Source: an optimization exercise on an open RTL-to-GDS flow (aim: small area, a short achievable clock period and few clock cycles per item). Production flows keep margins and buffers that such runs may drop. Where RTL was checked, it was by simulation tests only, not by an equivalence proof against the original. No activity file was given, so power comes from the tool's default toggle rates.

## sme_top
module sme_top (
    input  logic              clk,
    input  logic              reset,
    input  sme_pkg::char_t    chardata,
    input  logic              isstring,
    input  logic              ispattern,
    output logic              valid,
    output logic              match,
    output sme_pkg::str_idx_t match_index
);
Size: roughly 1500 cells after synthesis, roughly 19 I/O pins.
==> flow/config.mk <==
export PLATFORM = sky130hd
export DESIGN_NAME = sme_top
export DESIGN_NICKNAME = sme_top
export VERILOG_FILES = /design/flow/design.v
export SDC_FILE = /design/flow/constraint.sdc
export NUM_CORES = 4
export LEC_CHECK = 0
export CAP_MARGIN = 20
export CORE_MARGIN = 2
export CORE_UTILIZATION = 60
export CTS_BUF_LIST = sky130_fd_sc_hd__clkbuf_8 sky130_fd_sc_hd__clkbuf_16
export CTS_CLUSTER_DIAMETER = 100
export CTS_CLUSTER_SIZE = 20
export SETUP_SLACK_MARGIN = 4.5
export SLEW_MARGIN = 20
==> flow/constraint.sdc <==
create_clock -name core_clock -period 7.0 [get_ports {clk}]
set_input_delay 1.4000 -clock core_clock [delete_from_list [all_inputs] [get_ports {clk}]]
set_output_delay 1.4000 -clock core_clock [all_outputs]
set_load 0.01 [all_outputs]
run.sh (not shown) runs the stock make flow with config.mk's settings and CLKGATE_MAP_FILE= SYNTH_SCRIPT=/design/flow/synth_recipe.tcl, a recipe that flattens the netlist after the stock synthesis.
The starting point finished with timing, DRC and antenna clean.
Testbench counts at the start, summed over its fixed seeds: cycles 38,551, jobs 3,200.
Edit:
--- a/flow/design.v
+++ b/flow/design.v
@@ -120,22 +120,21 @@
         tailmask[32] = at_end[32] && !pz_next;
     end
     assign tail_next = (run == R_SLOW) ? tail : (pat_char && (tail || is_tail));
     assign pz_next   = (run == R_SLOW) ? pz
                        : pat_char ? (pz && (is_head || is_tail))
                        : !(job_end && late);
     always_ff @(posedge clk)
     begin
         if (run == R_SLOW)
         begin
-            if (scnt != 4'd0)
-                tm_r <= {tm_r[31:0], 1'b0};
+            tm_r <= {tm_r[31:0], 1'b0};
         end
         else if (job_end && late)
             tm_r <= headok;
         else
             tm_r <= tail_next ? tailmask : '1;
     end
     assign f_all   = {fvec, p_empty};
     assign res_vec = f_all & tm_r;
     always_comb
     begin
Result: Clock-buffer cell count does not change. Final cell count went down slightly. Total power decreases by a few percent. Register-to-register slack loses 0.02 ns. Final area went down by a few percent.
Testbench counts after the change, summed over its fixed seeds: cycles 38,551, jobs 3,200.

* * *

RTL: one of the versions met above, not the one the previous note started from.
Size: ~1500 cells after synthesis, about 350 flip-flops, roughly 19 I/O pins, roughly 17000 µm² of cells after synthesis.
## sme_top
module sme_top (
    input  logic              clk,
    input  logic              reset,
    input  sme_pkg::char_t    chardata,
    input  logic              isstring,
    input  logic              ispattern,
    output logic              valid,
    output logic              match,
    output sme_pkg::str_idx_t match_index
);
Settings: LEC_CHECK=0, CAP_MARGIN=20, CORE_MARGIN=2, CORE_UTILIZATION=60, CTS_BUF_LIST=sky130_fd_sc_hd__clkbuf_8 sky130_fd_sc_hd__clkbuf_16, CTS_CLUSTER_DIAMETER=100, CTS_CLUSTER_SIZE=20, SETUP_SLACK_MARGIN=4.2, SLEW_MARGIN=20; clock period 7.0 ns.
Testbench counts at the start, summed over its fixed seeds: cycles 38,551, jobs 3,200.
Rerun with:
--- a/flow/design.v
+++ b/flow/design.v
@@ -99,15 +99,15 @@
     assign p_full  = (plen == 4'd8);
     always_comb
     begin
         for (int j = 0; j < 32; j++)
         begin
             in_str[j] = (6'(j) < slen);
             sep[j]    = (str_chars[j] == sme_pkg::SEPARATOR);
-            eqv[j]    = in_str[j] && (is_wild || (str_chars[j] == chardata));
+            eqv[j]    = is_wild || (str_chars[j] == chardata);
         end
         in_str[32] = 1'b0;
         at_end[0] = (slen == 6'd0);
         for (int n = 1; n <= 32; n++)
             at_end[n] = in_str[n-1] && !in_str[n];
         for (int n = 1; n <= 32; n++)
             headmask[n] = sep[n-1] && in_str[n];
@@ -128,15 +128,15 @@
         if (run == R_SLOW)
         begin
             tm_r <= {tm_r[31:0], 1'b0};
         end
         else if (job_end && late)
             tm_r <= headok;
         else
-            tm_r <= tail_next ? tailmask : '1;
+            tm_r <= (tail_next ? tailmask : '1) & (pz_next ? '1 : {in_str[31:0], 1'b1});
     end
     assign f_all   = {fvec, p_empty};
     assign res_vec = f_all & tm_r;
     always_comb
     begin
         logic [15:0] any1;
         logic [15:0] idx1;
Result: The changed run passed the timing, design-rule and antenna checks. Total power is higher by 15%. Routed wire length went up by 8.4%. Final cell count increases by 2.1%. Hold slack degrades by 0.057 ns. Die area increases by 2.6%. Sequential cell count does not change. Via count is higher by 4.4%. Global-route usage came out higher by 1.8 points. Clock-buffer cell count does not change. Register-to-register slack is worse by 0.14 ns.
For the second run of this note, only the layout was checked, not whether the RTL still works.

-- what the ideal ports hide --
In the flow no input, the clock included, has a driving cell. The finished layouts below were timed again as built, in two steps. Step 1, drivers: a clkbuf_16 drives clk and a buf_2 each remaining input, both assumed. Step 2, shift: input delay + t, output delay - t, t = (earliest + latest rising clock arrival at the registers) / 2. This alone moves slack from input paths to output paths. Three values: ideal ports, drivers, drivers and shift; two values: the first two.
run | shift t [ns] | setup slack, ns | pins driven straight from the clock port
the first run of note 1 | 0.588 | 4.364 / 4.288 / 3.700 | 1
the second run of note 1 | 0.587 | 4.360 / 4.311 / 3.739 | 1
the first run of note 2 | 0.591 | 4.222 / 4.237 / 3.646 | 1
the second run of note 2 | 0.586 | 4.156 / 4.156 / 3.672 | 1
After both steps every run listed still meets setup and hold. For the first run of note 1, which loses most, drivers alone change the setup slack by -0.076 ns; drivers and shift together by -0.664 ns.
